Source: an optimization exercise on an open RTL-to-GDS flow (aim: small area, a short achievable clock period and few clock cycles per item). Production flows keep margins and buffers that such runs may drop.
Where RTL was checked, it was by simulation tests only, not by an equivalence proof against the original.

Setup of v42:
Design fp_mul_sched_top, start of the top module:
module fp_mul_sched_top (
    input  logic         clk,
    input  logic         reset_n,
    input  logic [3:0]   req_valid,
    input  logic [127:0] req_x,
    input  logic [127:0] req_y,
    output logic [3:0]   req_ready,
    output logic         res_valid,
    input  logic         res_ready,
    output logic [1:0]   res_id,
    output logic [31:0]  res_data,
    output logic [4:0]   res_flags,
    output logic         busy
);
    fp_mul_sched u_sched (
        .clk       (clk),
        .reset_n   (reset_n),
        .req_valid (req_valid),
        .req_x     (req_x),
        .req_y     (req_y),
        .req_ready (req_ready),
        .res_valid (res_valid),
        .res_ready (res_ready),
        .res_id    (res_id),
        .res_data  (res_data),
        .res_flags (res_flags),
        .busy      (busy)
    );
endmodule
Size in the first run: ~1900 cells after synthesis, about 310 I/O pins, about 18000 sq um of cells after synthesis.
clock: 10.5 ns
lec_check: 0
abc_area: 1
cap_margin: 20
core_margin: 2
core_utilization: 40
cts_buf_list: sky130_fd_sc_hd__clkbuf_8
slew_margin: 20
standard.sh (not shown) runs the stock make flow with config.mk's settings and CLKGATE_MAP_FILE= SYNTH_SCRIPT=/design/flow/synth_recipe.tcl, a recipe that flattens the netlist after the stock synthesis.
==> flow/flow/run.sh <==
#!/bin/bash
# Own layout flow:
#  2. full-adder polarity pass (fapol.py), then the combinational logic between the full
#     adders and registers mapped again by ABC (resyn.tcl), then the polarity pass again;
#     full adders, registers, ports, tie cells and o22ai Booth selectors are kept
#  3. the ORFS layout with tighter timing repair and the smallest buffer on the ports
# Each tool's output goes to a log file of its own in this folder.
set -euo pipefail
MARGIN=5.15
RES=orfs/results/sky130hd/fp_mul_sched_top/base
LIB=$FLOW_HOME/platforms/sky130hd/lib/sky130_fd_sc_hd__tt_025C_1v80.lib
bash standard.sh synth > synth.log 2>&1
cp $RES/1_2_yosys.v 1_2_yosys.std.v
python3 flow/fapol.py 1_2_yosys.std.v fapol1.v > fapol1.log 2>&1
FLOW_LIB_FILE=$LIB RESYN_IN=fapol1.v RESYN_OUT=resyn.v RESYN_ABC=flow/resyn.abc FLOW_TOP=$FLOW_TOP \
    yosys -c flow/resyn.tcl > resyn.log 2>&1
python3 flow/fapol.py resyn.v $RES/1_2_yosys.v > fapol2.log 2>&1
rm -f $RES/1_synth.odb $RES/1_synth.sdc
bash standard.sh "SETUP_SLACK_MARGIN=$MARGIN" \
    "BUFFER_PORTS_ARGS=-buffer_cell sky130_fd_sc_hd__buf_1" finish > layout.log 2>&1
==> flow/flow/resyn.abc <==
&get -n
&st
&dch
&nf
&put
topo
stime -c
buffer -c
upsize -c
dnsize -c
==> flow/flow/resyn.tcl <==
# Re-map the combinational logic of the synthesized netlist with ABC (script in resyn.abc).
# Full adders, flip-flops, tie cells and the o22ai Booth selectors keep their instances
# and names; every other cell is read as its liberty function and mapped again.
yosys -import
set lib $::env(FLOW_LIB_FILE)
read_liberty -ignore_miss_func $lib
read_verilog $::env(RESYN_IN)
hierarchy -top $::env(FLOW_TOP)
set keep {sky130_fd_sc_hd__fa_* sky130_fd_sc_hd__df* sky130_fd_sc_hd__edf* sky130_fd_sc_hd__conb_* sky130_fd_sc_hd__o22ai_*}
setattr -mod -set keep_hierarchy 1 {*}$keep
# the cells to be inlined get private names, so that the wires made for their pins do not
# take over the netlist's own net names
select -set kept {*}[lmap k $keep {string cat t:$k}]
yosys rename -hide $::env(FLOW_TOP)/c:* @kept %d
select -clear
flatten
opt_clean
abc -script $::env(RESYN_ABC) -liberty $lib  -dont_use sky130_fd_sc_hd__probe_p_8 -dont_use sky130_fd_sc_hd__probec_p_8 -dont_use sky130_fd_sc_hd__lpflow_bleeder_1 -dont_use sky130_fd_sc_hd__lpflow_clkbufkapwr_1 -dont_use sky130_fd_sc_hd__lpflow_clkbufkapwr_16 -dont_use sky130_fd_sc_hd__lpflow_clkbufkapwr_2 -dont_use sky130_fd_sc_hd__lpflow_clkbufkapwr_4 -dont_use sky130_fd_sc_hd__lpflow_clkbufkapwr_8 -dont_use sky130_fd_sc_hd__lpflow_clkinvkapwr_1 -dont_use sky130_fd_sc_hd__lpflow_clkinvkapwr_16 -dont_use sky130_fd_sc_hd__lpflow_clkinvkapwr_2 -dont_use sky130_fd_sc_hd__lpflow_clkinvkapwr_4 -dont_use sky130_fd_sc_hd__lpflow_clkinvkapwr_8 -dont_use sky130_fd_sc_hd__lpflow_decapkapwr_12 -dont_use sky130_fd_sc_hd__lpflow_decapkapwr_3 -dont_use sky130_fd_sc_hd__lpflow_decapkapwr_4 -dont_use sky130_fd_sc_hd__lpflow_decapkapwr_6 -dont_use sky130_fd_sc_hd__lpflow_decapkapwr_8 -dont_use sky130_fd_sc_hd__lpflow_inputiso0n_1 -dont_use sky130_fd_sc_hd__lpflow_inputiso0p_1 -dont_use sky130_fd_sc_hd__lpflow_inputiso1n_1 -dont_use sky130_fd_sc_hd__lpflow_inputiso1p_1 -dont_use sky130_fd_sc_hd__lpflow_inputisolatch_1 -dont_use sky130_fd_sc_hd__lpflow_isobufsrc_1 -dont_use sky130_fd_sc_hd__lpflow_isobufsrc_16 -dont_use sky130_fd_sc_hd__lpflow_isobufsrc_2 -dont_use sky130_fd_sc_hd__lpflow_isobufsrc_4 -dont_use sky130_fd_sc_hd__lpflow_isobufsrc_8 -dont_use sky130_fd_sc_hd__lpflow_isobufsrckapwr_16 -dont_use sky130_fd_sc_hd__lpflow_lsbuf_lh_hl_isowell_tap_1 -dont_use sky130_fd_sc_hd__lpflow_lsbuf_lh_hl_isowell_tap_2 -dont_use sky130_fd_sc_hd__lpflow_lsbuf_lh_hl_isowell_tap_4 -dont_use sky130_fd_sc_hd__lpflow_lsbuf_lh_isowell_4 -dont_use sky130_fd_sc_hd__lpflow_lsbuf_lh_isowell_tap_1 -dont_use sky130_fd_sc_hd__lpflow_lsbuf_lh_isowell_tap_2 -dont_use sky130_fd_sc_hd__lpflow_lsbuf_lh_isowell_tap_4
opt_clean
setundef -zero
splitnets
opt_clean -purge
select -module $::env(FLOW_TOP)
stat -liberty $lib
write_verilog -noattr -nohex -nodec -selected $::env(RESYN_OUT)
Other scripts of this flow, unchanged in this note and not shown: flow/flow/fapol.py
Testbench counts of v42, summed over its fixed seeds: cycles 2,064, items 2,048.
What v46 does differently from v42 at the input level:
diff --git a/flow/flow/run.sh b/flow/flow/run.sh
--- a/flow/flow/run.sh
+++ b/flow/flow/run.sh
@@ -4,3 +4,3 @@
 #     adders and registers mapped again by ABC (resyn.tcl), then the polarity pass again;
-#     full adders, registers, ports, tie cells and o22ai Booth selectors are kept
+#     full/half adders, registers, ports and tie cells are kept
 #  3. the ORFS layout with tighter timing repair and the smallest buffer on the ports
@@ -8,3 +8,3 @@
 set -euo pipefail
-MARGIN=5.15
+MARGIN=5.0
 RES=orfs/results/sky130hd/fp_mul_sched_top/base
==> flow/flow/resyn.abc <==
&get -n
&st
&dch
&nf
&put
strash
dch
map -a
topo
stime -c
buffer -c
upsize -c
dnsize -c
diff --git a/flow/flow/resyn.tcl b/flow/flow/resyn.tcl
--- a/flow/flow/resyn.tcl
+++ b/flow/flow/resyn.tcl
@@ -1,4 +1 @@
-# Re-map the combinational logic of the synthesized netlist with ABC (script in resyn.abc).
-# Full adders, flip-flops, tie cells and the o22ai Booth selectors keep their instances
-# and names; every other cell is read as its liberty function and mapped again.
 yosys -import
@@ -8,3 +5,3 @@
 hierarchy -top $::env(FLOW_TOP)
-set keep {sky130_fd_sc_hd__fa_* sky130_fd_sc_hd__df* sky130_fd_sc_hd__edf* sky130_fd_sc_hd__conb_* sky130_fd_sc_hd__o22ai_*}
+set keep {sky130_fd_sc_hd__fa_* sky130_fd_sc_hd__ha_* sky130_fd_sc_hd__df* sky130_fd_sc_hd__edf* sky130_fd_sc_hd__conb_*}
 setattr -mod -set keep_hierarchy 1 {*}$keep
## What came out
Diff v42 and v46: number of cells on the critical path higher in v42. Of v42 and v46, v46 shows the higher part of the cycle the worst path needs, with v42 below it. v42 → v46: placement-stage worst setup slack now sits higher, clock-pin slew on the worst setup and hold paths now sits higher. Compared to v42, v46 has worst hold slack 0.032 ns lower. Relative to v42, the final cell area reported for v46 is lower.
diff inputs: v46 => v38
diff --git a/flow/flow/run.sh b/flow/flow/run.sh
--- a/flow/flow/run.sh
+++ b/flow/flow/run.sh
@@ -8,3 +8,3 @@
 set -euo pipefail
-MARGIN=5.0
+MARGIN=5.15
 RES=orfs/results/sky130hd/fp_mul_sched_top/base
==> flow/flow/resyn.abc <==
&get -n
&st
&dch
&nf
&put
topo
stime -c
buffer -c
upsize -c
dnsize -c
Results
Taking v46 as the reference point, the utilization of v38 falls by 1.4 points. Summary: with v46 as the reference, non-clock inverter instance count of the final layout in v38 moved down by more than a quarter. Wire: v38 routes less than v46. Post-route minimum period: v38 and v46 compared, higher one is v46. Changes observed in v38 relative to v46: routability-driven placement congestion ratio went down, routed via count divided by cell count increased by about 2.7% relative to the old numbers.
#### Input delta (v12 over v38)
diff --git a/flow/flow/run.sh b/flow/flow/run.sh
--- a/flow/flow/run.sh
+++ b/flow/flow/run.sh
@@ -8,3 +8,3 @@
 set -euo pipefail
-MARGIN=5.15
+MARGIN=5.45
 RES=orfs/results/sky130hd/fp_mul_sched_top/base
### Flow results
Re number of setup buffers added after CTS: v12 is 35 up on v38.
Half-perimeter wire length after placement sits lower in v12 than in v38.
Non-filler instance count after layout (v12 over v38): increase, about 2.2%
Compared with v38, v12 shows total via count in the routed design that has gone up by a few percent.
Diff v38 -> v12 | number of instances in the placed design | down slightly
In the tables for v38 and v12, wire length of the first global-routing pass reads lower with v38.
v12: share of the final layout cell area in sequential cells 0.68 points below v38
v12: post-route clock period utilization is 0.36 points lower than what v38 reported.
The final-layout clock-cell area share on v38 is in line with that on v12.
v12 vs v38: sequential cell area up slightly

== job 101 ==
fp_mul_sched_top, a different RTL version from the one above (not shown whole).
Size: roughly 2400 cells after synthesis, roughly 310 I/O pins, ~20000 µm² of cells after synthesis.
clock: 10.5 ns
lec_check: 0
abc_area: 1
cap_margin: 20
core_margin: 2
core_utilization: 40
slew_margin: 20
==> flow/flow/run.sh <==
#!/bin/bash
# Own layout flow: the standard synthesis, a full-adder polarity pass on its netlist
# (removes inverters between full adders; registers and ports untouched), then the ORFS
# layout with tighter timing repair and the smallest buffer on the ports.
# Each tool's output goes to a log file of its own in this folder.
set -euo pipefail
MARGIN=4.8
RES=orfs/results/sky130hd/fp_mul_sched_top/base
bash standard.sh synth > synth.log 2>&1
cp $RES/1_2_yosys.v 1_2_yosys.std.v
python3 flow/fapol.py 1_2_yosys.std.v $RES/1_2_yosys.v > fapol.log 2>&1
rm -f $RES/1_synth.odb $RES/1_synth.sdc
bash standard.sh "SETUP_SLACK_MARGIN=$MARGIN" \
    "BUFFER_PORTS_ARGS=-buffer_cell sky130_fd_sc_hd__buf_1" finish > layout.log 2>&1
Other scripts of this flow, unchanged in this note and not shown: flow/flow/fapol.py
Testbench counts of job 101, summed over its fixed seeds: cycles 2,064, items 2,048.
Input-level comparison between job 102 and job 101:
diff --git a/flow/flow/run.sh b/flow/flow/run.sh
--- a/flow/flow/run.sh
+++ b/flow/flow/run.sh
@@ -5,5 +5,5 @@
 # Each tool's output goes to a log file of its own in this folder.
 set -euo pipefail
-MARGIN=4.8
+MARGIN=5.0
 RES=orfs/results/sky130hd/fp_mul_sched_top/base
 bash standard.sh synth > synth.log 2>&1
diff --git a/flow/config.mk b/flow/config.mk
--- a/flow/config.mk
+++ b/flow/config.mk
@@ -10,3 +10,4 @@
 export CORE_MARGIN = 2
 export CORE_UTILIZATION = 40
+export CTS_BUF_LIST = sky130_fd_sc_hd__clkbuf_8
 export SLEW_MARGIN = 20
## What came out
> inputs changed (job 102 -> job 103)
diff --git a/flow/flow/run.sh b/flow/flow/run.sh
--- a/flow/flow/run.sh
+++ b/flow/flow/run.sh
@@ -5,5 +5,5 @@
 # Each tool's output goes to a log file of its own in this folder.
 set -euo pipefail
-MARGIN=5.0
+MARGIN=5.15
 RES=orfs/results/sky130hd/fp_mul_sched_top/base
 bash standard.sh synth > synth.log 2>&1
diff --git a/flow/config.mk b/flow/config.mk
--- a/flow/config.mk
+++ b/flow/config.mk
@@ -10,4 +10,3 @@
 export CORE_MARGIN = 2
 export CORE_UTILIZATION = 40
-export CTS_BUF_LIST = sky130_fd_sc_hd__clkbuf_8
 export SLEW_MARGIN = 20
==> comparison <==
- Count of filler cells inserted in the layout (job 103 vs. job 102) decreases slightly
- In the reports for job 103 and job 102, the larger count of clock-buffer cells in the layout belongs to job 103.
- Changes observed in job 103 relative to job 102: detailed route wirelength on metal3 lost about 5%, final critical-path required period lost 0.081 ns, post-layout instance area rose about 2%.
- In the reports for job 103 and job 102, the smaller number of ordinary and repair buffers in the finished layout belongs to job 102.
For job 104, these inputs were changed with respect to job 103:
diff --git a/flow/flow/run.sh b/flow/flow/run.sh
--- a/flow/flow/run.sh
+++ b/flow/flow/run.sh
@@ -5,5 +5,5 @@
 # Each tool's output goes to a log file of its own in this folder.
 set -euo pipefail
-MARGIN=5.15
+MARGIN=5.0
 RES=orfs/results/sky130hd/fp_mul_sched_top/base
 bash standard.sh synth > synth.log 2>&1
[summary]
Looking only at number of buffers and inverters on the critical path, and setting everything else aside, the lower value of job 104 and job 103 goes to job 103.
Summary: with job 103 as the reference, non-filler instance count after layout in job 104 moved down slightly.
Clock period minus worst slack: job 104 > job 103
Going from job 103 to job 104, fraction of area in multi-input gates now sits higher, tightest hold margin now sits lower, relative area change from synthesis to final layout now sits lower.

fp_mul_sched_top, a different RTL version from the one above (not shown whole).
For scale: about 2600 cells after synthesis, roughly 310 I/O pins.
clock: 10.5 ns
lec_check: 0
abc_area: 1
cap_margin: 20
core_margin: 2
core_utilization: 40
setup_slack_margin: 5
slew_margin: 20
run.sh (not shown) runs the stock make flow with config.mk's settings and CLKGATE_MAP_FILE= SYNTH_SCRIPT=/design/flow/synth_recipe.tcl, a recipe that flattens the netlist after the stock synthesis.
Stock flow here: none of the scripts above is used.
Testbench counts at the start, summed over its fixed seeds: cycles 2,064, items 2,048.
Change:
==> flow/flow/run.sh (new file) <==
#!/bin/bash
# Own layout flow: the standard synthesis and ORFS layout, with tighter timing repair
# and the smallest buffer on the ports. Each tool's output goes to a log file of its own.
set -euo pipefail
MARGIN=5.7
bash standard.sh synth > synth.log 2>&1
bash standard.sh "SETUP_SLACK_MARGIN=$MARGIN" \
    "BUFFER_PORTS_ARGS=-buffer_cell sky130_fd_sc_hd__buf_1" finish > layout.log 2>&1
==> flow/standard.sh (new file) <==
#!/bin/bash
# synth_recipe.tcl (not shown) runs the flow's synth.tcl, then flattens the netlist and writes it again
# the make line also repeats each setting of config.mk as NAME=value (left out here)
make -C /OpenROAD-flow-scripts/flow DESIGN_CONFIG=/design/flow/config.mk WORK_HOME=/design/flow/orfs CLKGATE_MAP_FILE= SYNTH_SCRIPT=/design/flow/synth_recipe.tcl "${@:-finish}"
SETUP_SLACK_MARGIN = not set   (was 5)
removed: flow/run.sh
Effect:
- The new run completed with no timing, DRC or antenna violations
- via count goes up by a few percent
- core utilization goes down by 0.49 points
- clock skew is about the same

== maple ==
fp_mul_sched_top, a different RTL version from the one above (not shown whole).
For scale: roughly 2400 cells after synthesis, ~310 I/O pins, about 20000 um2 of cells after synthesis.
## fp_mul_sched_top
module fp_mul_sched_top (
    input  logic         clk,
    input  logic         reset_n,
    input  logic [3:0]   req_valid,
    input  logic [127:0] req_x,
    input  logic [127:0] req_y,
    output logic [3:0]   req_ready,
    output logic         res_valid,
    input  logic         res_ready,
    output logic [1:0]   res_id,
    output logic [31:0]  res_data,
    output logic [4:0]   res_flags,
    output logic         busy
);
    fp_mul_sched u_sched (
        .clk       (clk),
        .reset_n   (reset_n),
        .req_valid (req_valid),
        .req_x     (req_x),
        .req_y     (req_y),
        .req_ready (req_ready),
        .res_valid (res_valid),
        .res_ready (res_ready),
        .res_id    (res_id),
        .res_data  (res_data),
        .res_flags (res_flags),
        .busy      (busy)
    );
endmodule
Settings: LEC_CHECK=0, ABC_AREA=1, CAP_MARGIN=20, CORE_MARGIN=2, CORE_UTILIZATION=40, SLEW_MARGIN=20; clock period 10.5 ns.
standard.sh (not shown) runs the stock make flow with config.mk's settings and CLKGATE_MAP_FILE= SYNTH_SCRIPT=/design/flow/synth_recipe.tcl, a recipe that flattens the netlist after the stock synthesis.
==> flow/flow/run.sh <==
#!/bin/bash
# Own layout flow: the standard synthesis, a full-adder polarity pass on its netlist
# (removes inverters between full adders; registers and ports untouched), then the ORFS
# layout with tighter timing repair and the smallest buffer on the ports.
# Each tool's output goes to a log file of its own in this folder.
set -euo pipefail
MARGIN=5.35
RES=orfs/results/sky130hd/fp_mul_sched_top/base
bash standard.sh synth > synth.log 2>&1
cp $RES/1_2_yosys.v 1_2_yosys.std.v
python3 flow/fapol.py 1_2_yosys.std.v $RES/1_2_yosys.v > fapol.log 2>&1
rm -f $RES/1_synth.odb $RES/1_synth.sdc
bash standard.sh "SETUP_SLACK_MARGIN=$MARGIN" \
    "BUFFER_PORTS_ARGS=-buffer_cell sky130_fd_sc_hd__buf_1" finish > layout.log 2>&1
Other scripts of this flow, unchanged in this note and not shown: flow/flow/fapol.py
Inputs modified between maple and zinc:
--- a/flow/flow/run.sh
+++ b/flow/flow/run.sh
@@ -7 +7 @@
-MARGIN=5.35
+MARGIN=5.0
--- a/flow/config.mk
+++ b/flow/config.mk
@@ -11 +11 @@
-export CORE_UTILIZATION = 40
+export CORE_UTILIZATION = 60
==> notes.md <==
maple vs zinc, critical path endpoint: res_data[0] vs res_data[16]. Of zinc and maple, the lower antenna diode count belongs to maple. [compare] base=maple new=zinc: routed wire length decreased 2.2%; global routing usage on met1 increased 14 points; smallest setup slack after layout decreased 0.22 ns; count of plain and timing-repair buffers in the layout decreased 32.
Inputs modified between zinc and lagoon:
--- a/flow/config.mk
+++ b/flow/config.mk
@@ -11 +11 @@
-export CORE_UTILIZATION = 60
+export CORE_UTILIZATION = 70
### Flow results
Summary of lagoon over zinc: final design utilization increased by 10 points relative to the old numbers.
Max total global-route track usage across lagoon and zinc: lagoon
Comparing lagoon and zinc, initial core utilization is lower on zinc.
| fmax | lagoon vs zinc | 1.6 MHz higher |
Sequential cell area across lagoon and zinc: no real change.
Per the comparison of lagoon with zinc, number of buffers inserted for hold repair after clock tree synthesis about even, wire length of the first global-routing pass has decreased, critical path depth climbed 3.
Modified inputs, nickel compared to lagoon
--- a/flow/config.mk
+++ b/flow/config.mk
@@ -11 +11 @@
-export CORE_UTILIZATION = 70
+export CORE_UTILIZATION = 40
==> notes.md <==
- Re critical path depth: nickel is 12 down on lagoon.
- The more densely filled core belongs to lagoon, not nickel.
- lagoon → nickel: routed wire length per instance shrank by about 9%, number of global-route vias before repair shrank by about 4%, met2 track utilization from global routing decreased 31 points, pre-CTS worst setup slack fell 0.030 ns.
- Routed wire length on met2 was lower in the run labelled nickel.
Function was not checked in any run of this note: the RTL went through the layout flow alone.

static timing again, ports no longer ideal:
The flow's constraints put no driver on any port. The routed layouts listed below were extracted and timed again, unchanged, in two steps.
Step 1 sets driving cells, clkbuf_16 on the clock port and buf_2 on the other inputs (assumed; they add their load-dependent delay and slew).
Step 2, shift: input delay + t, output delay - t, t = (earliest + latest rising clock arrival at the registers) / 2. This alone moves slack from input paths to output paths.
Three values: ideal, step 1, step 2; two values: the first two.
| run | t (ns) | setup WS [ns] | worst hold slack (ns) | worst setup path at the end | slew at the worst register clock pin (ns) |
|---|---|---|---|---|---|
| v42 | 0.531 | 5.147 / 5.147 / 5.147 | 0.446 / 0.446 / 0.446 | register to register | 0.11 / 0.11 |
| v46 | 0.555 | 4.915 / 4.862 / 5.120 | 0.414 / 0.414 / 0.414 | input to output | 0.12 / 0.12 |
| v38 | 0.544 | 5.228 / 5.192 / 5.201 | 0.430 / 0.430 / 0.430 | input to output | 0.10 / 0.10 |
| v12 | 0.550 | 5.266 / 5.213 / 5.380 | 0.445 / 0.445 / 0.445 | input to output | 0.10 / 0.10 |
| job 101 | 0.505 | 5.011 / 4.987 / 5.011 | 0.439 / 0.439 / 0.439 | register to register | 0.08 / 0.08 |
| job 102 | 0.548 | 5.083 / 5.034 / 5.082 | 0.443 / 0.443 / 0.443 | input to output | 0.12 / 0.12 |
| job 103 | 0.502 | 5.163 / 5.110 / 5.214 | 0.445 / 0.445 / 0.445 | input to output | 0.08 / 0.08 |
| job 104 | 0.500 | 5.109 / 5.085 / 5.085 | 0.438 / 0.438 / 0.438 | input to output | 0.08 / 0.08 |
| the first run of note 3 | 0.502 | 4.993 / 4.957 / 4.581 | 0.414 / 0.414 / 0.414 | input to register | 0.07 / 0.07 |
| the second run of note 3 | 0.494 | 5.234 / 5.185 / 5.035 | 0.420 / 0.420 / 0.420 | input to register | 0.08 / 0.08 |
| maple | 0.494 | 5.222 / 5.166 / 5.413 | 0.424 / 0.424 / 0.424 | register to register | 0.07 / 0.07 |
| zinc | 0.496 | 5.002 / 4.949 / 5.034 | 0.426 / 0.426 / 0.426 | input to output | 0.09 / 0.09 |
| lagoon | 0.495 | 5.049 / 5.023 / 5.023 | 0.427 / 0.427 / 0.427 | input to output | 0.08 / 0.08 |
| nickel | 0.496 | 5.151 / 5.102 / 5.102 | 0.423 / 0.423 / 0.423 | input to output | 0.07 / 0.07 |
After both steps setup and hold are still met in every run listed. The setup slack of the first run of note 3, which loses most, moves by -0.036 ns with the drivers and by -0.412 ns with both steps.
